Background: an optimization exercise with open tools, aiming at small area. Do not read the settings as production practice. Function was checked by simulation only, so behaviour that the tests miss may differ from the original.

==> design/flow/design.v <==
`timescale 1ns/1ps
`default_nettype none
module fir_fa (
    input  logic a,
    input  logic b,
    input  logic c,
    output logic s,
    output logic co
);
    assign s  = a ^ b ^ c;
    assign co = (a & b) | (a & c) | (b & c);
endmodule
`default_nettype wire
`timescale 1ns/1ps
`default_nettype none
module fir_ha (
    input  logic a,
    input  logic b,
    output logic s,
    output logic co
);
    assign s  = a ^ b;
    assign co = a & b;
endmodule
`default_nettype wire
`timescale 1ns/1ps
`default_nettype none
module fir_tap_chain (
    input  logic signed [15:0] x0, x2, x3, x4, x5, x6, x8,
    output logic [15:0] y_lo,      
    output logic [12:0] y_h0, y_h1,   
    output logic        y_c        
);
    logic signed [16:0] a, b, c;
    logic [28:0] r0, r1;
    logic a_c1;
    fir_ha u_a_ha0 (.a(x0[0]), .b(x8[0]), .s(a[0]), .co(a_c1));
    logic a_c2;
    fir_fa u_a_fa1 (.a(x0[1]), .b(x8[1]), .c(a_c1), .s(a[1]), .co(a_c2));
    logic a_c3;
    fir_fa u_a_fa2 (.a(x0[2]), .b(x8[2]), .c(a_c2), .s(a[2]), .co(a_c3));
    logic a_c4;
    fir_fa u_a_fa3 (.a(x0[3]), .b(x8[3]), .c(a_c3), .s(a[3]), .co(a_c4));
    logic a_c5;
    fir_ha u_a_ha4 (.a(x0[4]), .b(x8[4]), .s(a[4]), .co(a_c5));
    logic a_c6;
    fir_fa u_a_fa5 (.a(x0[5]), .b(x8[5]), .c(a_c5), .s(a[5]), .co(a_c6));
    logic a_c7;
    fir_fa u_a_fa6 (.a(x0[6]), .b(x8[6]), .c(a_c6), .s(a[6]), .co(a_c7));
    logic a_c8;
    fir_fa u_a_fa7 (.a(x0[7]), .b(x8[7]), .c(a_c7), .s(a[7]), .co(a_c8));
    logic a_c9;
    fir_ha u_a_ha8 (.a(x0[8]), .b(x8[8]), .s(a[8]), .co(a_c9));
    logic a_c10;
    fir_fa u_a_fa9 (.a(x0[9]), .b(x8[9]), .c(a_c9), .s(a[9]), .co(a_c10));
    logic a_c11;
    fir_fa u_a_fa10 (.a(x0[10]), .b(x8[10]), .c(a_c10), .s(a[10]), .co(a_c11));
    logic a_c12;
    fir_fa u_a_fa11 (.a(x0[11]), .b(x8[11]), .c(a_c11), .s(a[11]), .co(a_c12));
    logic a_c13;
    fir_ha u_a_ha12 (.a(x0[12]), .b(x8[12]), .s(a[12]), .co(a_c13));
    logic a_c14;
    fir_fa u_a_fa13 (.a(x0[13]), .b(x8[13]), .c(a_c13), .s(a[13]), .co(a_c14));
    logic a_c15;
    fir_fa u_a_fa14 (.a(x0[14]), .b(x8[14]), .c(a_c14), .s(a[14]), .co(a_c15));
    logic a_c16;
    fir_fa u_a_fa15 (.a(x0[15]), .b(x8[15]), .c(a_c15), .s(a[15]), .co(a_c16));
    assign a[16] = x0[15] ^ x8[15] ^ a_c16;
    logic b_c1;
    fir_ha u_b_ha0 (.a(x2[0]), .b(x6[0]), .s(b[0]), .co(b_c1));
    logic b_c2;
    fir_fa u_b_fa1 (.a(x2[1]), .b(x6[1]), .c(b_c1), .s(b[1]), .co(b_c2));
    logic b_c3;
    fir_fa u_b_fa2 (.a(x2[2]), .b(x6[2]), .c(b_c2), .s(b[2]), .co(b_c3));
    logic b_c4;
    fir_fa u_b_fa3 (.a(x2[3]), .b(x6[3]), .c(b_c3), .s(b[3]), .co(b_c4));
    logic b_c5;
    fir_ha u_b_ha4 (.a(x2[4]), .b(x6[4]), .s(b[4]), .co(b_c5));
    logic b_c6;
    fir_fa u_b_fa5 (.a(x2[5]), .b(x6[5]), .c(b_c5), .s(b[5]), .co(b_c6));
    logic b_c7;
    fir_fa u_b_fa6 (.a(x2[6]), .b(x6[6]), .c(b_c6), .s(b[6]), .co(b_c7));
    logic b_c8;
    fir_fa u_b_fa7 (.a(x2[7]), .b(x6[7]), .c(b_c7), .s(b[7]), .co(b_c8));
    logic b_c9;
    fir_ha u_b_ha8 (.a(x2[8]), .b(x6[8]), .s(b[8]), .co(b_c9));
    logic b_c10;
    fir_fa u_b_fa9 (.a(x2[9]), .b(x6[9]), .c(b_c9), .s(b[9]), .co(b_c10));
    logic b_c11;
    fir_fa u_b_fa10 (.a(x2[10]), .b(x6[10]), .c(b_c10), .s(b[10]), .co(b_c11));
    logic b_c12;
    fir_fa u_b_fa11 (.a(x2[11]), .b(x6[11]), .c(b_c11), .s(b[11]), .co(b_c12));
    logic b_c13;
    fir_ha u_b_ha12 (.a(x2[12]), .b(x6[12]), .s(b[12]), .co(b_c13));
    logic b_c14;
    fir_fa u_b_fa13 (.a(x2[13]), .b(x6[13]), .c(b_c13), .s(b[13]), .co(b_c14));
    logic b_c15;
    fir_fa u_b_fa14 (.a(x2[14]), .b(x6[14]), .c(b_c14), .s(b[14]), .co(b_c15));
    logic b_c16;
    fir_fa u_b_fa15 (.a(x2[15]), .b(x6[15]), .c(b_c15), .s(b[15]), .co(b_c16));
    assign b[16] = x2[15] ^ x6[15] ^ b_c16;
    logic c_c1;
    fir_ha u_c_ha0 (.a(x3[0]), .b(x5[0]), .s(c[0]), .co(c_c1));
    logic c_c2;
    fir_fa u_c_fa1 (.a(x3[1]), .b(x5[1]), .c(c_c1), .s(c[1]), .co(c_c2));
    logic c_c3;
    fir_fa u_c_fa2 (.a(x3[2]), .b(x5[2]), .c(c_c2), .s(c[2]), .co(c_c3));
    logic c_c4;
    fir_fa u_c_fa3 (.a(x3[3]), .b(x5[3]), .c(c_c3), .s(c[3]), .co(c_c4));
    logic c_c5;
    fir_ha u_c_ha4 (.a(x3[4]), .b(x5[4]), .s(c[4]), .co(c_c5));
    logic c_c6;
    fir_fa u_c_fa5 (.a(x3[5]), .b(x5[5]), .c(c_c5), .s(c[5]), .co(c_c6));
    logic c_c7;
    fir_fa u_c_fa6 (.a(x3[6]), .b(x5[6]), .c(c_c6), .s(c[6]), .co(c_c7));
    logic c_c8;
    fir_fa u_c_fa7 (.a(x3[7]), .b(x5[7]), .c(c_c7), .s(c[7]), .co(c_c8));
    logic c_c9;
    fir_ha u_c_ha8 (.a(x3[8]), .b(x5[8]), .s(c[8]), .co(c_c9));
    logic c_c10;
    fir_fa u_c_fa9 (.a(x3[9]), .b(x5[9]), .c(c_c9), .s(c[9]), .co(c_c10));
    logic c_c11;
    fir_fa u_c_fa10 (.a(x3[10]), .b(x5[10]), .c(c_c10), .s(c[10]), .co(c_c11));
    logic c_c12;
    fir_fa u_c_fa11 (.a(x3[11]), .b(x5[11]), .c(c_c11), .s(c[11]), .co(c_c12));
    logic c_c13;
    fir_ha u_c_ha12 (.a(x3[12]), .b(x5[12]), .s(c[12]), .co(c_c13));
    logic c_c14;
    fir_fa u_c_fa13 (.a(x3[13]), .b(x5[13]), .c(c_c13), .s(c[13]), .co(c_c14));
    logic c_c15;
    fir_fa u_c_fa14 (.a(x3[14]), .b(x5[14]), .c(c_c14), .s(c[14]), .co(c_c15));
    logic c_c16;
    fir_fa u_c_fa15 (.a(x3[15]), .b(x5[15]), .c(c_c15), .s(c[15]), .co(c_c16));
    assign c[16] = x3[15] ^ x5[15] ^ c_c16;
    logic hs0, hc0;
    fir_ha u_ha0 (.a(x4[2]), .b(b[4]), .s(hs0), .co(hc0));
    logic fs0, fc0;
    fir_fa u_fa0 (.a(x4[0]), .b(x4[3]), .c(1'b1), .s(fs0), .co(fc0));
    logic fs1, fc1;
    fir_fa u_fa1 (.a(a[4]), .b(a[8]), .c(c[8]), .s(fs1), .co(fc1));
    logic hs1, hc1;
    fir_ha u_ha1 (.a((~b[0])), .b(b[5]), .s(hs1), .co(hc1));
    logic fs2, fc2;
    fir_fa u_fa2 (.a(x4[0]), .b(x4[1]), .c(x4[4]), .s(fs2), .co(fc2));
    logic fs3, fc3;
    fir_fa u_fa3 (.a(1'b1), .b(b[4]), .c(b[8]), .s(fs3), .co(fc3));
    logic fs4, fc4;
    fir_fa u_fa4 (.a(c[0]), .b(a[5]), .c(a[9]), .s(fs4), .co(fc4));
    logic fs5, fc5;
    fir_fa u_fa5 (.a(c[9]), .b(b[6]), .c(b[10]), .s(fs5), .co(fc5));
    logic fs6, fc6;
    fir_fa u_fa6 (.a(x4[1]), .b(x4[2]), .c(x4[5]), .s(fs6), .co(fc6));
    logic fs7, fc7;
    fir_fa u_fa7 (.a(a[8]), .b(c[4]), .c((~c[8])), .s(fs7), .co(fc7));
    logic fs8, fc8;
    fir_fa u_fa8 (.a(b[5]), .b(b[9]), .c(c[1]), .s(fs8), .co(fc8));
    logic fs9, fc9;
    fir_fa u_fa9 (.a(a[6]), .b(a[10]), .c(c[10]), .s(fs9), .co(fc9));
    logic hs2, hc2;
    fir_ha u_ha2 (.a((~b[2])), .b(a_c8), .s(hs2), .co(hc2));
    logic fs10, fc10;
    fir_fa u_fa10 (.a(x4[2]), .b(x4[3]), .c(x4[6]), .s(fs10), .co(fc10));
    logic fs11, fc11;
    fir_fa u_fa11 (.a(1'b1), .b(b[8]), .c(b[12]), .s(fs11), .co(fc11));
    logic fs12, fc12;
    fir_fa u_fa12 (.a(a[9]), .b(c[5]), .c((~c[9])), .s(fs12), .co(fc12));
    logic fs13, fc13;
    fir_fa u_fa13 (.a(b[6]), .b(b[10]), .c(c[2]), .s(fs13), .co(fc13));
    logic fs14, fc14;
    fir_fa u_fa14 (.a(b_c8), .b(b_c12), .c(a[7]), .s(fs14), .co(fc14));
    logic fs15, fc15;
    fir_fa u_fa15 (.a(x4[3]), .b(x4[4]), .c(x4[7]), .s(fs15), .co(fc15));
    logic fs16, fc16;
    fir_fa u_fa16 (.a(a[8]), .b(a[12]), .c(c[12]), .s(fs16), .co(fc16));
    logic fs17, fc17;
    fir_fa u_fa17 (.a((~b[4])), .b(b[9]), .c(b[13]), .s(fs17), .co(fc17));
    logic fs18, fc18;
    fir_fa u_fa18 (.a(a[10]), .b(c[6]), .c((~c[10])), .s(fs18), .co(fc18));
    logic fs19, fc19;
    fir_fa u_fa19 (.a(a_c8), .b(a_c12), .c(c_c12), .s(fs19), .co(fc19));
    logic hs3, hc3;
    fir_ha u_ha3 (.a((~b_c4)), .b(b[7]), .s(hs3), .co(hc3));
    logic fs20, fc20;
    fir_fa u_fa20 (.a(x4[4]), .b(x4[5]), .c(x4[8]), .s(fs20), .co(fc20));
    logic fs21, fc21;
    fir_fa u_fa21 (.a(1'b1), .b(b[8]), .c(b[12]), .s(fs21), .co(fc21));
    logic fs22, fc22;
    fir_fa u_fa22 (.a(c[4]), .b(a[9]), .c(a[13]), .s(fs22), .co(fc22));
    logic fs23, fc23;
    fir_fa u_fa23 (.a(c[13]), .b(b[10]), .c(b[14]), .s(fs23), .co(fc23));
    logic fs24, fc24;
    fir_fa u_fa24 (.a(b_c8), .b(b_c12), .c(c_c4), .s(fs24), .co(fc24));
    logic fs25, fc25;
    fir_fa u_fa25 (.a((~b[5])), .b(a[11]), .c(c[7]), .s(fs25), .co(fc25));
    logic fs26, fc26;
    fir_fa u_fa26 (.a(x4[5]), .b(x4[6]), .c(x4[9]), .s(fs26), .co(fc26));
    logic fs27, fc27;
    fir_fa u_fa27 (.a(a[12]), .b(c[8]), .c((~c[12])), .s(fs27), .co(fc27));
    logic fs28, fc28;
    fir_fa u_fa28 (.a(b[9]), .b(b[13]), .c(c[5]), .s(fs28), .co(fc28));
    logic fs29, fc29;
    fir_fa u_fa29 (.a(a[10]), .b(a[14]), .c(c[14]), .s(fs29), .co(fc29));
    logic fs30, fc30;
    fir_fa u_fa30 (.a((~b[6])), .b(a_c12), .c(c_c8), .s(fs30), .co(fc30));
    logic hs4, hc4;
    fir_ha u_ha4 (.a((~c_c12)), .b(b[11]), .s(hs4), .co(hc4));
    logic fs31, fc31;
    fir_fa u_fa31 (.a(x4[6]), .b(x4[7]), .c(x4[10]), .s(fs31), .co(fc31));
    logic fs32, fc32;
    fir_fa u_fa32 (.a(b[12]), .b(a[13]), .c(c[9]), .s(fs32), .co(fc32));
    logic fs33, fc33;
    fir_fa u_fa33 (.a(b[10]), .b(b[14]), .c(c[6]), .s(fs33), .co(fc33));
    logic fs34, fc34;
    fir_fa u_fa34 (.a(b_c12), .b(a[11]), .c(a[15]), .s(fs34), .co(fc34));
    logic hs5, hc5;
    fir_ha u_ha5 (.a((~c[13])), .b((~b[7])), .s(hs5), .co(hc5));
    logic fs35, fc35;
    fir_fa u_fa35 (.a(x4[7]), .b(x4[8]), .c(x4[11]), .s(fs35), .co(fc35));
    logic fs36, fc36;
    fir_fa u_fa36 (.a(a[12]), .b((~b[8])), .c(b[13]), .s(fs36), .co(fc36));
    logic fs37, fc37;
    fir_fa u_fa37 (.a(a[14]), .b(c[10]), .c((~c[14])), .s(fs37), .co(fc37));
    logic fs38, fc38;
    fir_fa u_fa38 (.a(a_c12), .b(b[11]), .c(b[15]), .s(fs38), .co(fc38));
    logic fs39, fc39;
    fir_fa u_fa39 (.a(x4[8]), .b(x4[9]), .c(x4[12]), .s(fs39), .co(fc39));
    logic fs40, fc40;
    fir_fa u_fa40 (.a(1'b1), .b(b[12]), .c(c[8]), .s(fs40), .co(fc40));
    logic fs41, fc41;
    fir_fa u_fa41 (.a(a[13]), .b((~b[9])), .c(b[14]), .s(fs41), .co(fc41));
    logic fs42, fc42;
    fir_fa u_fa42 (.a(x4[9]), .b(x4[10]), .c(x4[13]), .s(fs42), .co(fc42));
    logic hs6, hc6;
    fir_ha u_ha6 (.a(a[0]), .b(a[4]), .s(hs6), .co(hc6));
    logic fs43, fc43;
    fir_fa u_fa43 (.a(x4[0]), .b(b[0]), .c(b[4]), .s(fs43), .co(fc43));
    logic hs7, hc7;
    fir_ha u_ha7 (.a(a[1]), .b(a[5]), .s(hs7), .co(hc7));
    logic fs44, fc44;
    fir_fa u_fa44 (.a((~x4[1])), .b(a[4]), .c(c[0]), .s(fs44), .co(fc44));
    logic fs45, fc45;
    fir_fa u_fa45 (.a((~c[4])), .b(b[1]), .c(b[5]), .s(fs45), .co(fc45));
    logic fs46, fc46;
    fir_fa u_fa46 (.a(a[2]), .b(a[6]), .c(c[6]), .s(fs46), .co(fc46));
    logic fs47, fc47;
    fir_fa u_fa47 (.a(x4[1]), .b(b[8]), .c(hs0), .s(fs47), .co(fc47));
    logic fs48, fc48;
    fir_fa u_fa48 (.a(a[5]), .b(c[1]), .c((~c[5])), .s(fs48), .co(fc48));
    logic fs49, fc49;
    fir_fa u_fa49 (.a(b[2]), .b(b[6]), .c(b_c4), .s(fs49), .co(fc49));
    logic hs8, hc8;
    fir_ha u_ha8 (.a(b_c8), .b(a[3]), .s(hs8), .co(hc8));
    logic fs50, fc50;
    fir_fa u_fa50 (.a(fs0), .b(hc0), .c(b[9]), .s(fs50), .co(fc50));
    logic fs51, fc51;
    fir_fa u_fa51 (.a(fs1), .b(hs1), .c(a[6]), .s(fs51), .co(fc51));
    logic fs52, fc52;
    fir_fa u_fa52 (.a(c[2]), .b(a_c4), .c(a_c8), .s(fs52), .co(fc52));
    logic fs53, fc53;
    fir_fa u_fa53 (.a(c_c8), .b(b[3]), .c(b[7]), .s(fs53), .co(fc53));
    logic fs54, fc54;
    fir_fa u_fa54 (.a(fc0), .b(fs2), .c(fc1), .s(fs54), .co(fc54));
    logic fs55, fc55;
    fir_fa u_fa55 (.a((~b[1])), .b(fs3), .c(hc1), .s(fs55), .co(fc55));
    logic fs56, fc56;
    fir_fa u_fa56 (.a(fs4), .b(b_c4), .c(b_c8), .s(fs56), .co(fc56));
    logic fs57, fc57;
    fir_fa u_fa57 (.a(a[7]), .b(c[3]), .c((~c[7])), .s(fs57), .co(fc57));
    logic fs58, fc58;
    fir_fa u_fa58 (.a(fc2), .b(fs6), .c(fc3), .s(fs58), .co(fc58));
    logic fs59, fc59;
    fir_fa u_fa59 (.a(fs7), .b(fc4), .c(fs8), .s(fs59), .co(fc59));
    logic fs60, fc60;
    fir_fa u_fa60 (.a(c_c4), .b(b[7]), .c(b[11]), .s(fs60), .co(fc60));
    logic fs61, fc61;
    fir_fa u_fa61 (.a(fc5), .b(fs9), .c(hs2), .s(fs61), .co(fc61));
    logic fs62, fc62;
    fir_fa u_fa62 (.a(fc6), .b(fs10), .c(fc7), .s(fs62), .co(fc62));
    logic fs63, fc63;
    fir_fa u_fa63 (.a(fs11), .b(fc8), .c(fs12), .s(fs63), .co(fc63));
    logic fs64, fc64;
    fir_fa u_fa64 (.a(a[11]), .b(c[11]), .c(fc9), .s(fs64), .co(fc64));
    logic fs65, fc65;
    fir_fa u_fa65 (.a((~b[3])), .b(hc2), .c(fs13), .s(fs65), .co(fc65));
    logic fs66, fc66;
    fir_fa u_fa66 (.a(fc10), .b(fs15), .c(fc11), .s(fs66), .co(fc66));
    logic fs67, fc67;
    fir_fa u_fa67 (.a(fs16), .b(fc12), .c(fs17), .s(fs67), .co(fc67));
    logic fs68, fc68;
    fir_fa u_fa68 (.a(b[11]), .b(c[3]), .c(fc13), .s(fs68), .co(fc68));
    logic fs69, fc69;
    fir_fa u_fa69 (.a(fs18), .b(hs3), .c(fs19), .s(fs69), .co(fc69));
    logic fs70, fc70;
    fir_fa u_fa70 (.a(fc15), .b(fs20), .c(fc16), .s(fs70), .co(fc70));
    logic fs71, fc71;
    fir_fa u_fa71 (.a(fs21), .b(fc17), .c(fs22), .s(fs71), .co(fc71));
    logic fs72, fc72;
    fir_fa u_fa72 (.a((~c[11])), .b(fc18), .c(fs23), .s(fs72), .co(fc72));
    logic fs73, fc73;
    fir_fa u_fa73 (.a(hc3), .b(fc19), .c(fs24), .s(fs73), .co(fc73));
    logic fs74, fc74;
    fir_fa u_fa74 (.a(fc20), .b(fs26), .c(fc21), .s(fs74), .co(fc74));
    logic fs75, fc75;
    fir_fa u_fa75 (.a(fs27), .b(fc22), .c(fs28), .s(fs75), .co(fc75));
    logic fs76, fc76;
    fir_fa u_fa76 (.a(b[15]), .b(fc23), .c(fs29), .s(fs76), .co(fc76));
    logic fs77, fc77;
    fir_fa u_fa77 (.a(fc24), .b(hs4), .c(fs30), .s(fs77), .co(fc77));
    logic fs78, fc78;
    fir_fa u_fa78 (.a(fc26), .b(fs31), .c(fc27), .s(fs78), .co(fc78));
    logic fs79, fc79;
    fir_fa u_fa79 (.a(fc28), .b(fs32), .c(c[15]), .s(fs79), .co(fc79));
    logic fs80, fc80;
    fir_fa u_fa80 (.a(fc29), .b(fs33), .c(hc4), .s(fs80), .co(fc80));
    logic fs81, fc81;
    fir_fa u_fa81 (.a(fc30), .b((~b[16])), .c(hs5), .s(fs81), .co(fc81));
    logic fs82, fc82;
    fir_fa u_fa82 (.a(fc31), .b(fs35), .c(fc32), .s(fs82), .co(fc82));
    logic fs83, fc83;
    fir_fa u_fa83 (.a(fs36), .b(c[7]), .c(fc33), .s(fs83), .co(fc83));
    logic fs84, fc84;
    fir_fa u_fa84 (.a(b_c8), .b(a[16]), .c(c[16]), .s(fs84), .co(fc84));
    logic fs85, fc85;
    fir_fa u_fa85 (.a(fs37), .b(hc5), .c(fc34), .s(fs85), .co(fc85));
    logic fs86, fc86;
    fir_fa u_fa86 (.a(fc35), .b(fs39), .c(fs40), .s(fs86), .co(fc86));
    logic fs87, fc87;
    fir_fa u_fa87 (.a(fc36), .b(b_c12), .c(c_c8), .s(fs87), .co(fc87));
    logic fs88, fc88;
    fir_fa u_fa88 (.a(a[15]), .b(c[11]), .c((~c[15])), .s(fs88), .co(fc88));
    logic fs89, fc89;
    fir_fa u_fa89 (.a(fc37), .b(fs41), .c(fc38), .s(fs89), .co(fc89));
    logic fs90, fc90;
    fir_fa u_fa90 (.a(c[12]), .b(fc39), .c(fs42), .s(fs90), .co(fc90));
    logic fs91, fc91;
    fir_fa u_fa91 (.a(fc40), .b(b[13]), .c(c[9]), .s(fs91), .co(fc91));
    logic fs92, fc92;
    fir_fa u_fa92 (.a(a[14]), .b((~b[10])), .c(c_c12), .s(fs92), .co(fc92));
    logic fs93, fc93;
    fir_fa u_fa93 (.a(b[15]), .b(fc41), .c(c[16]), .s(fs93), .co(fc93));
    logic fs94, fc94;
    fir_fa u_fa94 (.a(x4[10]), .b(x4[11]), .c(x4[14]), .s(fs94), .co(fc94));
    logic fs95, fc95;
    fir_fa u_fa95 (.a(1'b1), .b(fc42), .c(c[13]), .s(fs95), .co(fc95));
    logic fs96, fc96;
    fir_fa u_fa96 (.a(b[14]), .b(c[10]), .c(a[15]), .s(fs96), .co(fc96));
    logic fs97, fc97;
    fir_fa u_fa97 (.a(x4[11]), .b(x4[12]), .c(1'b1), .s(fs97), .co(fc97));
    logic fs98, fc98;
    fir_fa u_fa98 (.a(x4[15]), .b(b[12]), .c((~c[14])), .s(fs98), .co(fc98));
    logic fs99, fc99;
    fir_fa u_fa99 (.a(b[0]), .b(b[4]), .c(a[1]), .s(fs99), .co(fc99));
    logic fs100, fc100;
    fir_fa u_fa100 (.a(c[4]), .b(hs6), .c(b[1]), .s(fs100), .co(fc100));
    logic fs101, fc101;
    fir_fa u_fa101 (.a(b[5]), .b(a[2]), .c((~c[2])), .s(fs101), .co(fc101));
    logic fs102, fc102;
    fir_fa u_fa102 (.a(hc6), .b(c[5]), .c(fs43), .s(fs102), .co(fc102));
    logic fs103, fc103;
    fir_fa u_fa103 (.a(hs7), .b(b[2]), .c(b[6]), .s(fs103), .co(fc103));
    logic hs9, hc9;
    fir_ha u_ha9 (.a(b_c4), .b(a[3]), .s(hs9), .co(hc9));
    logic fs104, fc104;
    fir_fa u_fa104 (.a(fc43), .b(fs44), .c(hc7), .s(fs104), .co(fc104));
    logic fs105, fc105;
    fir_fa u_fa105 (.a(fs45), .b(a_c4), .c((~c_c4)), .s(fs105), .co(fc105));
    logic fs106, fc106;
    fir_fa u_fa106 (.a(b[3]), .b(b[7]), .c(fs46), .s(fs106), .co(fc106));
    logic fs107, fc107;
    fir_fa u_fa107 (.a(fc44), .b(fc45), .c(fs47), .s(fs107), .co(fc107));
    logic fs108, fc108;
    fir_fa u_fa108 (.a(fs48), .b(a[7]), .c(c[7]), .s(fs108), .co(fc108));
    logic fs109, fc109;
    fir_fa u_fa109 (.a(fc46), .b(hs8), .c(fs49), .s(fs109), .co(fc109));
    logic fs110, fc110;
    fir_fa u_fa110 (.a(fc47), .b(fc48), .c(fs50), .s(fs110), .co(fc110));
    logic fs111, fc111;
    fir_fa u_fa111 (.a(fs51), .b(hc8), .c(fc49), .s(fs111), .co(fc111));
    logic fs112, fc112;
    fir_fa u_fa112 (.a((~c[6])), .b(fs52), .c(fs53), .s(fs112), .co(fc112));
    logic fs113, fc113;
    fir_fa u_fa113 (.a(fc50), .b(fs54), .c(fs55), .s(fs113), .co(fc113));
    logic fs114, fc114;
    fir_fa u_fa114 (.a(fc51), .b(fs5), .c(fc52), .s(fs114), .co(fc114));
    logic fs115, fc115;
    fir_fa u_fa115 (.a(fs56), .b(fc53), .c(fs57), .s(fs115), .co(fc115));
    logic fs116, fc116;
    fir_fa u_fa116 (.a(fc54), .b(fs58), .c(fc55), .s(fs116), .co(fc116));
    logic fs117, fc117;
    fir_fa u_fa117 (.a((~c_c8)), .b(fc56), .c(fs59), .s(fs117), .co(fc117));
    logic fs118, fc118;
    fir_fa u_fa118 (.a(fc57), .b(fs60), .c(fs61), .s(fs118), .co(fc118));
    logic fs119, fc119;
    fir_fa u_fa119 (.a(fc58), .b(fs62), .c(fc59), .s(fs119), .co(fc119));
    logic fs120, fc120;
    fir_fa u_fa120 (.a(fs63), .b(fc60), .c(fs14), .s(fs120), .co(fc120));
    logic fs121, fc121;
    fir_fa u_fa121 (.a(fs64), .b(fc61), .c(fs65), .s(fs121), .co(fc121));
    logic fs122, fc122;
    fir_fa u_fa122 (.a(fc62), .b(fs66), .c(fc63), .s(fs122), .co(fc122));
    logic fs123, fc123;
    fir_fa u_fa123 (.a(fs67), .b(fc14), .c(fc64), .s(fs123), .co(fc123));
    logic fs124, fc124;
    fir_fa u_fa124 (.a(fs68), .b(fc65), .c(fs69), .s(fs124), .co(fc124));
    logic fs125, fc125;
    fir_fa u_fa125 (.a(fc66), .b(fs70), .c(fc67), .s(fs125), .co(fc125));
    logic fs126, fc126;
    fir_fa u_fa126 (.a(fs71), .b(fc68), .c(fs25), .s(fs126), .co(fc126));
    logic fs127, fc127;
    fir_fa u_fa127 (.a(fs72), .b(fc69), .c(fs73), .s(fs127), .co(fc127));
    logic fs128, fc128;
    fir_fa u_fa128 (.a(fc70), .b(fs74), .c(fc71), .s(fs128), .co(fc128));
    logic fs129, fc129;
    fir_fa u_fa129 (.a(fs75), .b(fc25), .c(fc72), .s(fs129), .co(fc129));
    logic fs130, fc130;
    fir_fa u_fa130 (.a(fs76), .b(fc73), .c(fs77), .s(fs130), .co(fc130));
    logic fs131, fc131;
    fir_fa u_fa131 (.a(fc74), .b(fs78), .c(fc75), .s(fs131), .co(fc131));
    logic fs132, fc132;
    fir_fa u_fa132 (.a(fs34), .b(fs79), .c(fc76), .s(fs132), .co(fc132));
    logic fs133, fc133;
    fir_fa u_fa133 (.a(fs80), .b(fc77), .c(fs81), .s(fs133), .co(fc133));
    logic fs134, fc134;
    fir_fa u_fa134 (.a(fc78), .b(fs82), .c(fc79), .s(fs134), .co(fc134));
    logic fs135, fc135;
    fir_fa u_fa135 (.a(fs38), .b(fs83), .c(fc80), .s(fs135), .co(fc135));
    logic fs136, fc136;
    fir_fa u_fa136 (.a(fc81), .b((~fs84)), .c(fs85), .s(fs136), .co(fc136));
    logic fs137, fc137;
    fir_fa u_fa137 (.a(fs86), .b(fc82), .c(fs87), .s(fs137), .co(fc137));
    logic fs138, fc138;
    fir_fa u_fa138 (.a((~b[16])), .b(fc83), .c(fs88), .s(fs138), .co(fc138));
    logic fs139, fc139;
    fir_fa u_fa139 (.a((~fc84)), .b(fc85), .c(fs89), .s(fs139), .co(fc139));
    logic fs140, fc140;
    fir_fa u_fa140 (.a(fs90), .b(fc86), .c(fs91), .s(fs140), .co(fc140));
    logic fs141, fc141;
    fir_fa u_fa141 (.a(fc87), .b((~a[16])), .c(fs92), .s(fs141), .co(fc141));
    logic fs142, fc142;
    fir_fa u_fa142 (.a(fc88), .b(fc89), .c(fs93), .s(fs142), .co(fc142));
    logic fs143, fc143;
    fir_fa u_fa143 (.a(fs94), .b(fc90), .c(fc91), .s(fs143), .co(fc143));
    logic fs144, fc144;
    fir_fa u_fa144 (.a(fs95), .b((~b[11])), .c(fc92), .s(fs144), .co(fc144));
    logic fs145, fc145;
    fir_fa u_fa145 (.a((~b[16])), .b(fs96), .c(fc93), .s(fs145), .co(fc145));
    logic fs146, fc146;
    fir_fa u_fa146 (.a(fc94), .b(fs97), .c(fc95), .s(fs146), .co(fc146));
    logic fs147, fc147;
    fir_fa u_fa147 (.a((~b_c12)), .b(b[15]), .c(c[11]), .s(fs147), .co(fc147));
    logic fs148, fc148;
    fir_fa u_fa148 (.a(fs98), .b(a[16]), .c((~fc96)), .s(fs148), .co(fc148));
    logic fs149, fc149;
    fir_fa u_fa149 (.a(x4[12]), .b(x4[13]), .c(c[12]), .s(fs149), .co(fc149));
    logic fs150, fc150;
    fir_fa u_fa150 (.a(fc97), .b((~b[13])), .c(c_c12), .s(fs150), .co(fc150));
    logic fs151, fc151;
    fir_fa u_fa151 (.a((~c[15])), .b(fc98), .c(b[16]), .s(fs151), .co(fc151));
    logic fs152, fc152;
    fir_fa u_fa152 (.a(x4[13]), .b(x4[14]), .c(1'b1), .s(fs152), .co(fc152));
    logic hs10, hc10;
    fir_ha u_ha10 (.a(c[13]), .b((~b[14])), .s(hs10), .co(hc10));
    logic hs11, hc11;
    fir_ha u_ha11 (.a(x4[14]), .b((~x4[15])), .s(hs11), .co(hc11));
    logic fs153, fc153;
    fir_fa u_fa153 (.a(a[0]), .b((~c[0])), .c(b[1]), .s(fs153), .co(fc153));
    logic hs12, hc12;
    fir_ha u_ha12 (.a(a[2]), .b(c[2]), .s(hs12), .co(hc12));
    logic fs154, fc154;
    fir_fa u_fa154 (.a((~c[1])), .b(b[2]), .c(fs99), .s(fs154), .co(fc154));
    logic fs155, fc155;
    fir_fa u_fa155 (.a(b_c4), .b(a[3]), .c(c[3]), .s(fs155), .co(fc155));
    logic fs156, fc156;
    fir_fa u_fa156 (.a(fc99), .b(fs100), .c(a_c4), .s(fs156), .co(fc156));
    logic fs157, fc157;
    fir_fa u_fa157 (.a(c_c4), .b(b[3]), .c(fs101), .s(fs157), .co(fc157));
    logic fs158, fc158;
    fir_fa u_fa158 (.a(fc100), .b(fs102), .c((~c[3])), .s(fs158), .co(fc158));
    logic fs159, fc159;
    fir_fa u_fa159 (.a(fc101), .b(fs103), .c(hs9), .s(fs159), .co(fc159));
    logic fs160, fc160;
    fir_fa u_fa160 (.a(fc102), .b(fs104), .c(fc103), .s(fs160), .co(fc160));
    logic fs161, fc161;
    fir_fa u_fa161 (.a(hc9), .b(fs105), .c(fs106), .s(fs161), .co(fc161));
    logic fs162, fc162;
    fir_fa u_fa162 (.a(fc104), .b(fs107), .c(fc105), .s(fs162), .co(fc162));
    logic fs163, fc163;
    fir_fa u_fa163 (.a(fs108), .b(fc106), .c(fs109), .s(fs163), .co(fc163));
    logic fs164, fc164;
    fir_fa u_fa164 (.a(fc107), .b(fs110), .c(fc108), .s(fs164), .co(fc164));
    logic fs165, fc165;
    fir_fa u_fa165 (.a(fs111), .b(fc109), .c(fs112), .s(fs165), .co(fc165));
    logic fs166, fc166;
    fir_fa u_fa166 (.a(fc110), .b(fs113), .c(fc111), .s(fs166), .co(fc166));
    logic fs167, fc167;
    fir_fa u_fa167 (.a(fs114), .b(fc112), .c(fs115), .s(fs167), .co(fc167));
    logic fs168, fc168;
    fir_fa u_fa168 (.a(fs116), .b(fc113), .c(fc114), .s(fs168), .co(fc168));
    logic fs169, fc169;
    fir_fa u_fa169 (.a(fs117), .b(fc115), .c(fs118), .s(fs169), .co(fc169));
    logic fs170, fc170;
    fir_fa u_fa170 (.a(fc116), .b(fs119), .c(fc117), .s(fs170), .co(fc170));
    logic fs171, fc171;
    fir_fa u_fa171 (.a(fs120), .b(fc118), .c(fs121), .s(fs171), .co(fc171));
    logic fs172, fc172;
    fir_fa u_fa172 (.a(fc119), .b(fs122), .c(fs123), .s(fs172), .co(fc172));
    logic fs173, fc173;
    fir_fa u_fa173 (.a(fc120), .b(fc121), .c(fs124), .s(fs173), .co(fc173));
    logic fs174, fc174;
    fir_fa u_fa174 (.a(fc122), .b(fs125), .c(fc123), .s(fs174), .co(fc174));
    logic fs175, fc175;
    fir_fa u_fa175 (.a(fs126), .b(fc124), .c(fs127), .s(fs175), .co(fc175));
    logic fs176, fc176;
    fir_fa u_fa176 (.a(fc125), .b(fs128), .c(fc126), .s(fs176), .co(fc176));
    logic fs177, fc177;
    fir_fa u_fa177 (.a(fs129), .b(fc127), .c(fs130), .s(fs177), .co(fc177));
    logic fs178, fc178;
    fir_fa u_fa178 (.a(fc128), .b(fs131), .c(fc129), .s(fs178), .co(fc178));
    logic fs179, fc179;
    fir_fa u_fa179 (.a(fs132), .b(fc130), .c(fs133), .s(fs179), .co(fc179));
    logic fs180, fc180;
    fir_fa u_fa180 (.a(fc131), .b(fs134), .c(fc132), .s(fs180), .co(fc180));
    logic fs181, fc181;
    fir_fa u_fa181 (.a(fs135), .b(fc133), .c(fs136), .s(fs181), .co(fc181));
    logic fs182, fc182;
    fir_fa u_fa182 (.a(fc134), .b(fs137), .c(fc135), .s(fs182), .co(fc182));
    logic fs183, fc183;
    fir_fa u_fa183 (.a(fs138), .b(fc136), .c(fs139), .s(fs183), .co(fc183));
    logic fs184, fc184;
    fir_fa u_fa184 (.a(fs140), .b(fc137), .c(fs141), .s(fs184), .co(fc184));
    logic fs185, fc185;
    fir_fa u_fa185 (.a(fc138), .b(fc139), .c(fs142), .s(fs185), .co(fc185));
    logic fs186, fc186;
    fir_fa u_fa186 (.a(fs143), .b(fc140), .c(fs144), .s(fs186), .co(fc186));
    logic fs187, fc187;
    fir_fa u_fa187 (.a(fc141), .b(fs145), .c(fc142), .s(fs187), .co(fc187));
    logic fs188, fc188;
    fir_fa u_fa188 (.a(fc143), .b(fs146), .c(fs147), .s(fs188), .co(fc188));
    logic fs189, fc189;
    fir_fa u_fa189 (.a(fc144), .b((~fs148)), .c(fc145), .s(fs189), .co(fc189));
    logic fs190, fc190;
    fir_fa u_fa190 (.a(fs149), .b(fc146), .c(fs150), .s(fs190), .co(fc190));
    logic fs191, fc191;
    fir_fa u_fa191 (.a((~fc147)), .b(fc148), .c(fs151), .s(fs191), .co(fc191));
    logic fs192, fc192;
    fir_fa u_fa192 (.a(fs152), .b(fc149), .c(hs10), .s(fs192), .co(fc192));
    logic fs193, fc193;
    fir_fa u_fa193 (.a((~fc150)), .b(c[16]), .c(fc151), .s(fs193), .co(fc193));
    logic fs194, fc194;
    fir_fa u_fa194 (.a(1'b1), .b(fc152), .c(hs11), .s(fs194), .co(fc194));
    logic fs195, fc195;
    fir_fa u_fa195 (.a(c[14]), .b(hc10), .c((~b[15])), .s(fs195), .co(fc195));
    logic fs196, fc196;
    fir_fa u_fa196 (.a((~x4[15])), .b(hc11), .c(c[15]), .s(fs196), .co(fc196));
    logic fs197, fc197;
    fir_fa u_fa197 (.a((~b[0])), .b(a[1]), .c(c[1]), .s(fs197), .co(fc197));
    logic fs198, fc198;
    fir_fa u_fa198 (.a(b[0]), .b(fs153), .c(hs12), .s(fs198), .co(fc198));
    logic fs199, fc199;
    fir_fa u_fa199 (.a(fc153), .b(hc12), .c(fs154), .s(fs199), .co(fc199));
    logic fs200, fc200;
    fir_fa u_fa200 (.a(fc154), .b(fs156), .c(fc155), .s(fs200), .co(fc200));
    logic fs201, fc201;
    fir_fa u_fa201 (.a(fc156), .b(fs158), .c(fc157), .s(fs201), .co(fc201));
    logic fs202, fc202;
    fir_fa u_fa202 (.a(fc158), .b(fs160), .c(fc159), .s(fs202), .co(fc202));
    logic fs203, fc203;
    fir_fa u_fa203 (.a(fc160), .b(fs162), .c(fc161), .s(fs203), .co(fc203));
    logic fs204, fc204;
    fir_fa u_fa204 (.a(fc162), .b(fs164), .c(fc163), .s(fs204), .co(fc204));
    logic fs205, fc205;
    fir_fa u_fa205 (.a(fc164), .b(fs166), .c(fc165), .s(fs205), .co(fc205));
    logic fs206, fc206;
    fir_fa u_fa206 (.a(fc166), .b(fs168), .c(fc167), .s(fs206), .co(fc206));
    logic fs207, fc207;
    fir_fa u_fa207 (.a(fc168), .b(fs170), .c(fc169), .s(fs207), .co(fc207));
    logic fs208, fc208;
    fir_fa u_fa208 (.a(fc170), .b(fs172), .c(fc171), .s(fs208), .co(fc208));
    logic fs209, fc209;
    fir_fa u_fa209 (.a(fs174), .b(fc172), .c(fc173), .s(fs209), .co(fc209));
    logic fs210, fc210;
    fir_fa u_fa210 (.a(fc174), .b(fs176), .c(fc175), .s(fs210), .co(fc210));
    logic fs211, fc211;
    fir_fa u_fa211 (.a(fc176), .b(fs178), .c(fc177), .s(fs211), .co(fc211));
    logic fs212, fc212;
    fir_fa u_fa212 (.a(fc178), .b(fs180), .c(fc179), .s(fs212), .co(fc212));
    logic fs213, fc213;
    fir_fa u_fa213 (.a(fc180), .b(fs182), .c(fc181), .s(fs213), .co(fc213));
    logic fs214, fc214;
    fir_fa u_fa214 (.a(fc182), .b(fs184), .c(fc183), .s(fs214), .co(fc214));
    logic fs215, fc215;
    fir_fa u_fa215 (.a(fs186), .b(fc184), .c(fs187), .s(fs215), .co(fc215));
    logic fs216, fc216;
    fir_fa u_fa216 (.a(fs188), .b(fc186), .c(fs189), .s(fs216), .co(fc216));
    logic fs217, fc217;
    fir_fa u_fa217 (.a(fs190), .b(fc188), .c((~fs191)), .s(fs217), .co(fc217));
    logic fs218, fc218;
    fir_fa u_fa218 (.a(fs192), .b(fc190), .c((~fs193)), .s(fs218), .co(fc218));
    logic fs219, fc219;
    fir_fa u_fa219 (.a(fs194), .b(fc192), .c(fs195), .s(fs219), .co(fc219));
    logic fs220, fc220;
    fir_fa u_fa220 (.a(fc194), .b(b[16]), .c(fc195), .s(fs220), .co(fc220));
    logic hs13, hc13;
    fir_ha u_ha13 (.a(c[0]), .b((~a[0])), .s(hs13), .co(hc13));
    logic fs221, fc221;
    fir_fa u_fa221 (.a(a[0]), .b(b[2]), .c(fs197), .s(fs221), .co(fc221));
    logic fs222, fc222;
    fir_fa u_fa222 (.a(fc197), .b(b[3]), .c(fs198), .s(fs222), .co(fc222));
    logic fs223, fc223;
    fir_fa u_fa223 (.a(fc198), .b(fs155), .c(fs199), .s(fs223), .co(fc223));
    logic fs224, fc224;
    fir_fa u_fa224 (.a(fc199), .b(fs157), .c(fs200), .s(fs224), .co(fc224));
    logic fs225, fc225;
    fir_fa u_fa225 (.a(fc200), .b(fs159), .c(fs201), .s(fs225), .co(fc225));
    logic fs226, fc226;
    fir_fa u_fa226 (.a(fc201), .b(fs161), .c(fs202), .s(fs226), .co(fc226));
    logic fs227, fc227;
    fir_fa u_fa227 (.a(fc202), .b(fs163), .c(fs203), .s(fs227), .co(fc227));
    logic fs228, fc228;
    fir_fa u_fa228 (.a(fc203), .b(fs165), .c(fs204), .s(fs228), .co(fc228));
    logic fs229, fc229;
    fir_fa u_fa229 (.a(fs167), .b(fc204), .c(fs205), .s(fs229), .co(fc229));
    logic fs230, fc230;
    fir_fa u_fa230 (.a(fs169), .b(fc205), .c(fs206), .s(fs230), .co(fc230));
    logic fs231, fc231;
    fir_fa u_fa231 (.a(fs171), .b(fc206), .c(fs207), .s(fs231), .co(fc231));
    logic fs232, fc232;
    fir_fa u_fa232 (.a(fs173), .b(fc207), .c(fs208), .s(fs232), .co(fc232));
    logic fs233, fc233;
    fir_fa u_fa233 (.a(fs175), .b(fc208), .c(fs209), .s(fs233), .co(fc233));
    logic fs234, fc234;
    fir_fa u_fa234 (.a(fs177), .b(fc209), .c(fs210), .s(fs234), .co(fc234));
    logic fs235, fc235;
    fir_fa u_fa235 (.a(fs179), .b(fc210), .c(fs211), .s(fs235), .co(fc235));
    logic fs236, fc236;
    fir_fa u_fa236 (.a(fs181), .b(fc211), .c(fs212), .s(fs236), .co(fc236));
    logic fs237, fc237;
    fir_fa u_fa237 (.a(fs183), .b(fc212), .c(fs213), .s(fs237), .co(fc237));
    logic fs238, fc238;
    fir_fa u_fa238 (.a(fs185), .b(fc213), .c(fs214), .s(fs238), .co(fc238));
    logic fs239, fc239;
    fir_fa u_fa239 (.a(fc185), .b(fc214), .c(fs215), .s(fs239), .co(fc239));
    logic fs240, fc240;
    fir_fa u_fa240 (.a(fc187), .b(fs216), .c(fc215), .s(fs240), .co(fc240));
    logic fs241, fc241;
    fir_fa u_fa241 (.a(fc189), .b(fs217), .c(fc216), .s(fs241), .co(fc241));
    logic fs242, fc242;
    fir_fa u_fa242 (.a((~fc191)), .b(fs218), .c(fc217), .s(fs242), .co(fc242));
    logic fs243, fc243;
    fir_fa u_fa243 (.a(fs219), .b((~fc193)), .c(fc218), .s(fs243), .co(fc243));
    logic fs244, fc244;
    fir_fa u_fa244 (.a(fs196), .b(fs220), .c(fc219), .s(fs244), .co(fc244));
    logic fs245, fc245;
    fir_fa u_fa245 (.a(fc196), .b(c[16]), .c(fc220), .s(fs245), .co(fc245));
    assign r0 = {1'b1, ~c[16], fs245, fs244, fs243, fs242, fs241, fs240, fs239, fs238, fs237, fs236, fs235, fs234, fs233, fs232, fs231, fs230, fs229, fs228, fs227, fs226, fs225, fs224, fs223, fs222, fs221, b[1], b[0]};
    assign r1 = {1'b0, fc245, fc244, fc243, fc242, fc241, fc240, fc239, fc238, fc237, fc236, fc235, fc234, fc233, fc232, fc231, fc230, fc229, fc228, fc227, fc226, fc225, fc224, fc223, fc222, fc221, hc13, hs13, 1'b0};
    assign {y_c, y_lo} = 17'(r0[15:0]) + 17'(r1[15:0]);
    assign y_h0 = r0[28:16];
    assign y_h1 = r1[28:16];
endmodule
`default_nettype wire
`timescale 1ns/1ps
`default_nettype none
module fir_fold_line #(
    parameter int              LINE_LEN = 16,
    parameter logic [15:0]     INV_MASK = 16'hE3FF
) (
    input  logic                       clk,
    input  logic                       step,
    input  logic                       warm8,
    input  logic signed [15:0]         head,
    output logic [LINE_LEN*16-1:0]     line
);
    logic [15:0] line_q [LINE_LEN];
    always_ff @(posedge clk) begin
        if (step) begin
            line_q[0] <= INV_MASK[0] ? ~head : head;
            for (int i = 1; i < LINE_LEN; i++) begin
                if (i == 8 && !warm8)
                    line_q[i] <= INV_MASK[i] ? 16'hFFFF : 16'h0000;
                else if (INV_MASK[i] != INV_MASK[i-1])
                    line_q[i] <= ~line_q[i-1];
                else
                    line_q[i] <= line_q[i-1];
            end
        end
    end
    for (genvar i = 0; i < LINE_LEN; i++) begin : g_out
        assign line[i*16 +: 16] = line_q[i];
    end
endmodule
`default_nettype wire
`timescale 1ns/1ps
`default_nettype none
module fir_flush_ctrl (
    input  logic clk,
    input  logic rst,
    input  logic in_valid,
    input  logic in_last,
    output logic step,
    output logic flushing,
    output logic warm8,        
    output logic out_valid,
    output logic out_last
);
    logic [3:0] flush_cnt;     
    logic [3:0] warm_cnt;      
    logic       flush_end_q;   
    assign step  = in_valid | flushing;
    assign warm8 = warm_cnt[3];
    always_ff @(posedge clk) begin
        if (rst) begin
            flushing  <= 1'b0;
            flush_cnt <= '0;
        end else if (flushing) begin
            flush_cnt <= flush_cnt + 1'b1;
            if (&flush_cnt) flushing <= 1'b0;
        end else if (in_valid && in_last) begin
            flushing <= 1'b1;
        end
    end
    always_ff @(posedge clk) begin
        if (rst) begin
            warm_cnt <= '0;
        end else if (step && !(warm_cnt[3] && warm_cnt[0])) begin
            warm_cnt <= warm_cnt + 1'b1;
        end
    end
    assign out_valid = step & warm_cnt[3] & warm_cnt[0];
    always_ff @(posedge clk) begin
        if (rst) begin
            flush_end_q <= 1'b0;
            out_last    <= 1'b0;
        end else begin
            flush_end_q <= flushing & (&flush_cnt);
            out_last    <= flush_end_q;
        end
    end
endmodule
`default_nettype wire
`timescale 1ns/1ps
`default_nettype none
module fir_sym_filter (
    input  logic               clk,
    input  logic               rst,
    input  logic               in_valid,
    input  logic               in_last,
    input  logic signed [15:0] in_sample,
    output logic               out_valid,
    output logic               out_last,
    output logic signed [31:0] out_sample
);
    logic               step;
    logic               flushing;
    logic               warm8;
    logic signed [15:0] head;
    logic [255:0]       line;
    logic [15:0]      y_lo, y_lo_q;       
    logic [12:0]      y_h0, y_h1;         
    logic [12:0]      y_h0_q, y_h1_q;
    logic               y_c, y_c_q;         
    logic [28:0]        y_sum;
    fir_flush_ctrl u_ctrl (
        .clk       (clk),
        .rst       (rst),
        .in_valid  (in_valid),
        .in_last   (in_last),
        .step      (step),
        .flushing  (flushing),
        .warm8     (warm8),
        .out_valid (out_valid),
        .out_last  (out_last)
    );
    assign head = (in_valid && !flushing) ? in_sample : '0;
    fir_fold_line #(.LINE_LEN(16)) u_line (
        .clk   (clk),
        .step  (step),
        .warm8 (warm8),
        .head  (head),
        .line  (line)
    );
    fir_tap_chain u_sum (
        .x0 (line[7*16  +: 16]),
        .x2 (line[9*16  +: 16]),
        .x3 (line[10*16 +: 16]),
        .x4 (line[11*16 +: 16]),
        .x5 (line[12*16 +: 16]),
        .x6 (line[13*16 +: 16]),
        .x8 (line[15*16 +: 16]),
        .y_lo (y_lo),
        .y_h0 (y_h0),
        .y_h1 (y_h1),
        .y_c  (y_c)
    );
    always_ff @(posedge clk) begin
        if (step) begin
            y_lo_q <= y_lo;
            y_h0_q <= y_h0;
            y_h1_q <= y_h1;
            y_c_q  <= y_c;
        end
    end
    assign y_sum      = {y_h0_q + y_h1_q + 13'(y_c_q), y_lo_q};
    assign out_sample = {{3{y_sum[28]}}, y_sum};
endmodule
`default_nettype wire
==> design/flow/flow/run.sh <==
#!/bin/bash
# The standard layout (standard.sh), with two changes made through
# ORFS's own variables:
#  - the port buffers are the smallest buffer, sky130_fd_sc_hd__buf_1
#    (every input and output port still gets one);
#  - clock tree synthesis inserts no dummy loads, and uses clkbuf_4/clkbuf_8
#    with clusters of up to 20 sinks within 60 um.
# Each tool's full output stays in ORFS's log folder; standard.sh's own
# output goes to standard.log.
export BUFFER_PORTS_ARGS="-buffer_cell sky130_fd_sc_hd__buf_1"
export CTS_ARGS="-sink_clustering_enable -repair_clock_nets -dont_use_dummy_load -buf_list {sky130_fd_sc_hd__clkbuf_4 sky130_fd_sc_hd__clkbuf_8} -sink_clustering_size 20 -sink_clustering_max_diameter 60"
bash standard.sh > standard.log 2>&1
status=$?
cp standard.sh standard_sh_copy.log 2>/dev/null
exit $status
==> design/flow/standard.sh <==
#!/bin/bash
# synth_recipe.tcl (not shown) runs the flow's synth.tcl, then flattens the netlist and writes it again
# the make line also repeats each setting of config.mk as NAME=value (left out here)
make -C /OpenROAD-flow-scripts/flow DESIGN_CONFIG=/design/flow/config.mk WORK_HOME=/design/flow/orfs CLKGATE_MAP_FILE= SYNTH_SCRIPT=/design/flow/synth_recipe.tcl "${@:-finish}"
==> design/flow/config.mk <==
export PLATFORM = sky130hd
export DESIGN_NAME = fir_sym_filter
export DESIGN_NICKNAME = fir_sym_filter
export VERILOG_FILES = /design/flow/design.v
export SDC_FILE = /design/flow/constraint.sdc
export NUM_CORES = 4
export LEC_CHECK = 0
export CAP_MARGIN = 20
export CORE_MARGIN = 2
export CORE_UTILIZATION = 40
export CTS_BUF_LIST = sky130_fd_sc_hd__clkbuf_4 sky130_fd_sc_hd__clkbuf_8
export CTS_CLUSTER_DIAMETER = 60
export CTS_CLUSTER_SIZE = 20
export SLEW_MARGIN = 20
export SYNTH_HIERARCHICAL = 1
export SYNTH_MINIMUM_KEEP_SIZE = 0
==> design/flow/constraint.sdc <==
create_clock -name core_clock -period 6.5 [get_ports {clk}]
set_input_delay 1.3000 -clock core_clock [delete_from_list [all_inputs] [get_ports {clk}]]
set_output_delay 1.3000 -clock core_clock [all_outputs]
set_load 0.01 [all_outputs]
==> impl_metrics.yaml, run 1 <==
global_route:
  grt_pass1_wl_mm: 47.0
  grt_pass1_vias: 8506
  antenna_found_initial: 1
  grt_util_met1: 0.186
  track_usage: 0.138
  grt-busiest-layer: "met2"
  grt_max_degree: 76
  use_met2: 0.236
  grt.met3_usage: 0.0231
  overflow: 0
setup_path:
  cpMaxStageDelayCell: "fa_1"
  crit_path_cell_trace: "ha_1, fa_1, fa_1, fa_1, ha_1, fa_1, fa_1, fa_1, fa_1, ha_1, nand3_1, nor2_1, nand2_1, o221ai_1, a31oi_1, xnor2_1"
  cpLargestDelayFamily: "adder cells"
  startpoint_type: "register"
  cp-end-kind: "register"
  worst-endpoint-required_ps: 6800
  cp_slowest_stage_delay_ps: 640
  cp_max_fo: 5
  worstPathArrival_ps: 6360
  path_buf_inv: 0
  critPathKind: "reg -> reg"
  worst_path_most_repeated_cell: "fa_1"
min_path:
  min_path_type: "reg -> reg"
floorplan:
  core_sq_um: 43100
  dieArea_sq_um: 45400
  ios: 54
  start_util: 0.406
  rows: 76
  die_h_microns: 213
  die_w_microns: 213
synth:
  synth_area_sq_um: 17500
  synth_top_area_share: 0.513
  ys_ff_latch: 310
  ys_types: 51
  syn_area_per_cell_sq_um: 18.0
  yosys-top-cells-area: "edfxtp_1 (51%), fa_1 (33%), ha_1 (3.9%), inv_1 (2.3%), dfxtp_1 (1.3%)"
  synth-main-ff-cell: "edfxtp_1"
  yosys.area.top_type: "edfxtp_1"
  synth_edf_count: 299
  yosysWarnings: 10
  syn_inst: 974
  synth-async-reset-ratio: 0
  yosysSeqAreaShare: 0.526
sta:
  tns_ps: 0
  maxSlewHeadroom: 0.377
  skew_ps: 103
  rsz0062_at_grt: "no"
  setup_viol: 0
  min_period_ps: 6060
  hold_viol_final: 0
  fmax_mhz: 165
  final_max_slew_viol_count: 0
  fin_ws_ps: 439
  worst_slew_pin_slew_ps: 935
  post-route-period-util: 0.932
flow_run:
  cap_viol_max_count: 0
clock_network:
  root_buffer: "clkbuf_8"
  clk_pin_slew_ps: 120
  post_cts_buffers: 0
  cts_buffers: 28
  cts_buffer_depth: 3
  cts_tree: "done"
  clk-insertion-delay-late_ps: 650
  clock_sinks: 310
  hold_buffers: 0
  post_cts_resized: 0
  htreeDepth: 1
routing:
  via_count: 7536
  route.detailed.drc: 0
  wl_mm: 29.1
  dr.pass1.iters: 4
  drt_iter0_markers: 460
  vias_per_cell: 4.63
  wire_per_inst_microns: 17.9
  ant_nets: 0
finish:
  layout_commonest_cell: "edfxtp_1"
  syn2layout_area_growth_pct: 6.73
  nets: 1401
  drive_above_1_share: 0.0510
  most-common-layout-cells: "edfxtp_1 (299), fa_1 (285), inv_1 (107)"
  fillers: 3824
  final_core_util: 0.433
  final_cells: 1626
place:
  place_congestion: 0.821
  place_ws_ps: 519
  place_inst: 1597
  io_buffers: 53
  dpl.hpwl_mm: 22.1
status:
  status: "timing/DRC/antenna clean"
-- per-module statistics from Yosys, one instance, submodules excluded, a selection --
module,area (sq um),flip-flops and latches
fir_ha,12.5,0
fir_tap_chain,1100,0
fir_flush_ctrl,459,11
fir_sym_filter,1980,43
fir_fa,20.0,0
-- metrics by stage --
| stage | cell area, sq um | hold slack [ps] |
|---|---|---|
| after floorplan | 17500 | 400 |
| after global placement | 18300 | 400 |
| after detailed placement | 18300 | 405 |
| after CTS | 18700 | 364 |
| after global routing | 18700 | 359 |
| final | 18700 | 360 |
-- state kept, by name, indices dropped and copies added, names as in the netlist --
name / flops
u_ctrl.flush_cnt: 4
u_ctrl.flush_end_q: 1
u_ctrl.flushing: 1
u_ctrl.out_last: 1
u_ctrl.warm_cnt: 4
u_line.line_q: 256
y_c_q: 1
y_h0_q: 13
y_h1_q: 13
y_lo_q: 16
-- cells in the mapped netlist (2+ instances only) --
| library cell | number |
|---|---|
| fa_1 | 285 |
| nor2_1 | 19 |
| a31o_1 | 2 |
| mux2i_1 | 2 |
| dfxtp_1 | 11 |
| nand2b_1 | 15 |
| nand2_1 | 8 |
| a21o_1 | 10 |
| a21oi_1 | 20 |
| buf_4 | 29 |
| clkbuf_1 | 2 |
| buf_6 | 2 |
| edfxtp_1 | 299 |
| and3_1 | 2 |
| xnor2_1 | 22 |
| inv_1 | 107 |
| xor2_1 | 10 |
| nand3_1 | 3 |
| and2_1 | 19 |
| nor3_1 | 4 |
| nor2b_1 | 3 |
| o21ai_0 | 5 |
| or2b_1 | 5 |
| conb_1 | 2 |
| a221oi_2 | 2 |
| and3_2 | 2 |
| ha_1 | 54 |
| o21ai_2 | 2 |
| a211oi_1 | 5 |
| o21a_1 | 2 |
-- cell type report --
type | count | area, sq um | share of cell area
tap | 585 | 732 | 0.0392
antenna | 1 | 2.50 | 0.000134
multi-input combinational | 532 | 7680 | 0.411
inverter | 107 | 402 | 0.0215
sequential | 310 | 9200 | 0.493
clock buffer | 28 | 385 | 0.0206
timing repair buffer | 63 | 274 | 0.0147
-- final timing paths --
path | start | to | slack [ps] | cells past startpoint
min reg2reg | u_line.line_q[6][14]$_DFFE_PP_ | u_line.line_q[7][14]$_DFFE_PP_ | 360 | 0
min | u_line.line_q[6][14]$_DFFE_PP_ | u_line.line_q[7][14]$_DFFE_PP_ | 360 | 0
max | u_line.line_q[9][4]$_DFFE_PP_ | y_lo_q[14]$_DFFE_PP_ | 440 | 16
max reg2reg | u_line.line_q[9][4]$_DFFE_PP_ | y_lo_q[14]$_DFFE_PP_ | 440 | 16
-- logic make-up after synthesis --
family	Yosys count	share of synthesized area
flip-flops	310	0.526
XOR/XNOR	32	0.0160
adder cells (fa/ha/maj)	339	0.365
AO/OA/AOI/OAI	60	0.0255
multiplexers	2	0.00114
buffers and inverters	141	0.0374
other	2	0.000429
AND/OR/NAND/NOR	88	0.0288
-- layer usage --
metal / share of wire / wire length (microns) / vias up
li1: - / - / 3372
met1: 0.44 / 12900 / 4009
met2: 0.49 / 14400 / 116
met3: 0.041 / 1200 / 39
met4: 0.022 / 643 / 0
met5: 0 / 0 / -
==> inputs of run 2 (changes only) <==
--- a/design/flow/config.mk
+++ b/design/flow/config.mk
@@ -9,3 +9,3 @@
 export CORE_MARGIN = 2
-export CORE_UTILIZATION = 40
+export CORE_UTILIZATION = 60
 export CTS_BUF_LIST = sky130_fd_sc_hd__clkbuf_4 sky130_fd_sc_hd__clkbuf_8
@@ -13,2 +13,3 @@
 export CTS_CLUSTER_SIZE = 20
+export PLACE_DENSITY = 0.75
 export SLEW_MARGIN = 20
==> impl_metrics.yaml, run 2 <==
setup_path:
  worstPathArrival_ps: 6460
  worst-endpoint-required_ps: 6800
  endpoint: "y_lo_q[15]$_DFFE_PP_"
  rr_worst_depth: 16
  startpoint_type: "register"
  r2r_setup_slack_ps: 330
  cp_max_fo: 5
  r2r-start: "u_line.line_q[9][4]$_DFFE_PP_"
  cp-end-kind: "register"
  critPathKind: "reg -> reg"
  crit_start: "u_line.line_q[9][4]$_DFFE_PP_"
  r2r_end: "y_lo_q[15]$_DFFE_PP_"
synth:
  ys_types: 51
  synth_area_sq_um: 17500
  synth.most_common_cell: "edfxtp_1"
  yosys.area.top_type: "edfxtp_1"
  syn_inst: 974
  yosys-top-cells-area: "edfxtp_1 (51%), fa_1 (33%), ha_1 (3.9%), inv_1 (2.3%), dfxtp_1 (1.3%)"
  synth-main-ff-cell: "edfxtp_1"
  yosysSeqAreaShare: 0.526
  ys_ff_latch: 310
  synth-async-reset-ratio: 0
  yosysWarnings: 10
  synth_common_cells: "edfxtp_1 (299), fa_1 (285), inv_1 (107), ha_1 (54), buf_4 (29)"
  synth_top_area_share: 0.513
  syn_area_per_cell_sq_um: 18.0
  synth_edf_count: 299
clock_network:
  post_cts_buffers: 0
  hold_buffers: 0
  post_cts_resized: 0
  cts_buffer_depth: 3
  clk_pin_slew_ps: 110
  clock_sinks: 310
  clk-insertion-delay-late_ps: 600
  root_buffer: "clkbuf_8"
  htreeDepth: 1
  cts_buffers: 27
  cts_tree: "done"
finish:
  layout_commonest_cell: "edfxtp_1"
  final_cells: 1419
  nets: 1396
  most-common-layout-cells: "edfxtp_1 (299), fa_1 (285), inv_1 (107)"
  largest-register: "u_line.line_q"
  drive_above_1_share: 0.0464
  syn2layout_area_growth_pct: 5.03
  final_core_util: 0.640
  largest_registers: "u_line.line_q: 256 flops, y_lo_q: 16 flops"
  antenna_cells: 0
  largest_reg_flops: 256
routing:
  via_count: 7663
  wire_per_inst_microns: 19.5
  vias_per_cell: 5.40
  drt_iter0_markers: 418
  ant_nets: 0
  wl_mm: 27.7
  dr.pass1.iters: 5
  route.detailed.drc: 0
sta:
  final_max_slew_viol_count: 0
  worst_slew_pin_slew_ps: 930
  skew_ps: 68.7
  hold_ws_ps: 381
  min_period_ps: 6170
  fmax_mhz: 162
  maxSlewHeadroom: 0.380
  rsz0062_at_grt: "no"
  hold_viol_final: 0
  tns_ps: 0
  setup_viol: 0
  post-route-period-util: 0.949
global_route:
  grt_max_degree: 78
  grt_pass1_wl_mm: 45.3
  track_usage: 0.195
  overflow: 0
  grt_pass1_vias: 8607
  antenna_found_initial: 0
min_path:
  hold_start: "u_line.line_q[6][0]$_DFFE_PP_"
  min_path_type: "reg -> reg"
floorplan:
  core_sq_um: 28700
  ios: 54
  dieArea_sq_um: 30500
  die_h_microns: 175
  die_w_microns: 175
  rows: 62
  start_util: 0.609
place:
  place_congestion: 0.831
  place_inst: 1392
  dpl.hpwl_mm: 21.8
  io_buffers: 53
status:
  status: "timing/DRC/antenna clean"
flow_run:
  cap_viol_max_count: 0
run 2: kinds of logic (layout without fill, tap and decap cells):
logic type,after synthesis,in the layout,synth area share
fa+ha+maj,339,339,0.365
flops,310,310,0.526
buf+inv,141,193,0.0374
simple gates,88,88,0.0288
compound gates,60,60,0.0255
xor+xnor,32,32,0.0160
other cells,2,11,0.000429
mux,2,2,0.00114
run 2: modules after synthesis, one instance, submodules excluded, excerpt:
module,flip-flops and latches,cells,cell area (sq um),times used
fir_ha,0,1,12.5,26
fir_sym_filter,43,130,1980,1
fir_fa,0,1,20.0,282
fir_flush_ctrl,11,46,459,1
fir_tap_chain,0,169,1100,1
run 2: per-layer routing:
layer  up-vias  GRT usage  wire length, microns
met2       189      0.324                 13300
met4         0     0.0524                   713
met1      4064      0.275                 12400
met3        49     0.0292                  1290
li1       3361          -                     -
met5         -          0                     0
run 2: worst min-delay path by stage:
stage / to / slack (ps) / cells after the start
2_1_floorplan: u_line.line_q[15][0]$_DFFE_PP_ / 400 / 0
3_3_place_gp: u_line.line_q[6][8]$_DFFE_PP_ / 400 / 0
3_5_place_dp: u_line.line_q[15][13]$_DFFE_PP_ / 400 / 0
4_1_cts: u_line.line_q[1][2]$_DFFE_PP_ / 390 / 0
5_1_grt: u_line.line_q[1][2]$_DFFE_PP_ / 390 / 0
6_report: u_line.line_q[7][0]$_DFFE_PP_ / 380 / 0
run 2: critical path, stage by stage, from the launching register on:
cell,delay (ps)
edfxtp_1,420
ha_1,230
fa_1,400
fa_1,400
fa_1,730
fa_1,500
fa_1,460
fa_1,390
fa_1,510
fa_1,410
ha_1,330
a21oi_1,150
o21ai_0,130
and2_1,190
a31o_1,220
a221oi_2,300
xnor2_1,90
run 2: layout make-up:
type | instances | area (sq um)
Clock buffer | 27 | 372
Multi-Input combinational cell | 532 | 7680
Tap cell | 384 | 480
Sequential cell | 310 | 9200
Inverter | 107 | 402
Timing Repair Buffer | 59 | 244
Fill cell | 2040 | 10300
run 2: per-stage QoR:
step / setup WS, ps / cell area [sq um]
5_1_grt: 46.0 / 18400
2_1_floorplan: 783 / 17500
3_5_place_dp: 463 / 18000
4_1_cts: 390 / 18400
6_report: 334 / 18400
3_3_place_gp: 555 / 18000

separate check: timing with driven ports:
No port has a modelled driver above. Below, the same layouts with a new extraction and two added sets of constraints. Step 1: set_driving_cell puts a clkbuf_16 on clk and a buf_2 on each other input, an assumption about the parent block. Step 2 adds t to the input delays and takes it off the output delays; t is the mean of the earliest and latest rising clock arrival at the registers after step 1. Input paths then give back, and output paths get back, about the clock's delay inside the block. a / b / c = ideal ports / drivers / drivers and shift; a / b = the first two.
run	t (ns)	setup WS [ns]	latest minus earliest clock arrival (ns)	slew at the worst register clock pin (ns)	cell pins on the clock port's net
run 1	0.658	0.439 / 0.439 / 0.439	0.103 / 0.103	0.12 / 0.12	1
run 2	0.615	0.334 / 0.334 / 0.334	0.069 / 0.069	0.12 / 0.12	1
After both steps setup and hold are still met in every run listed.
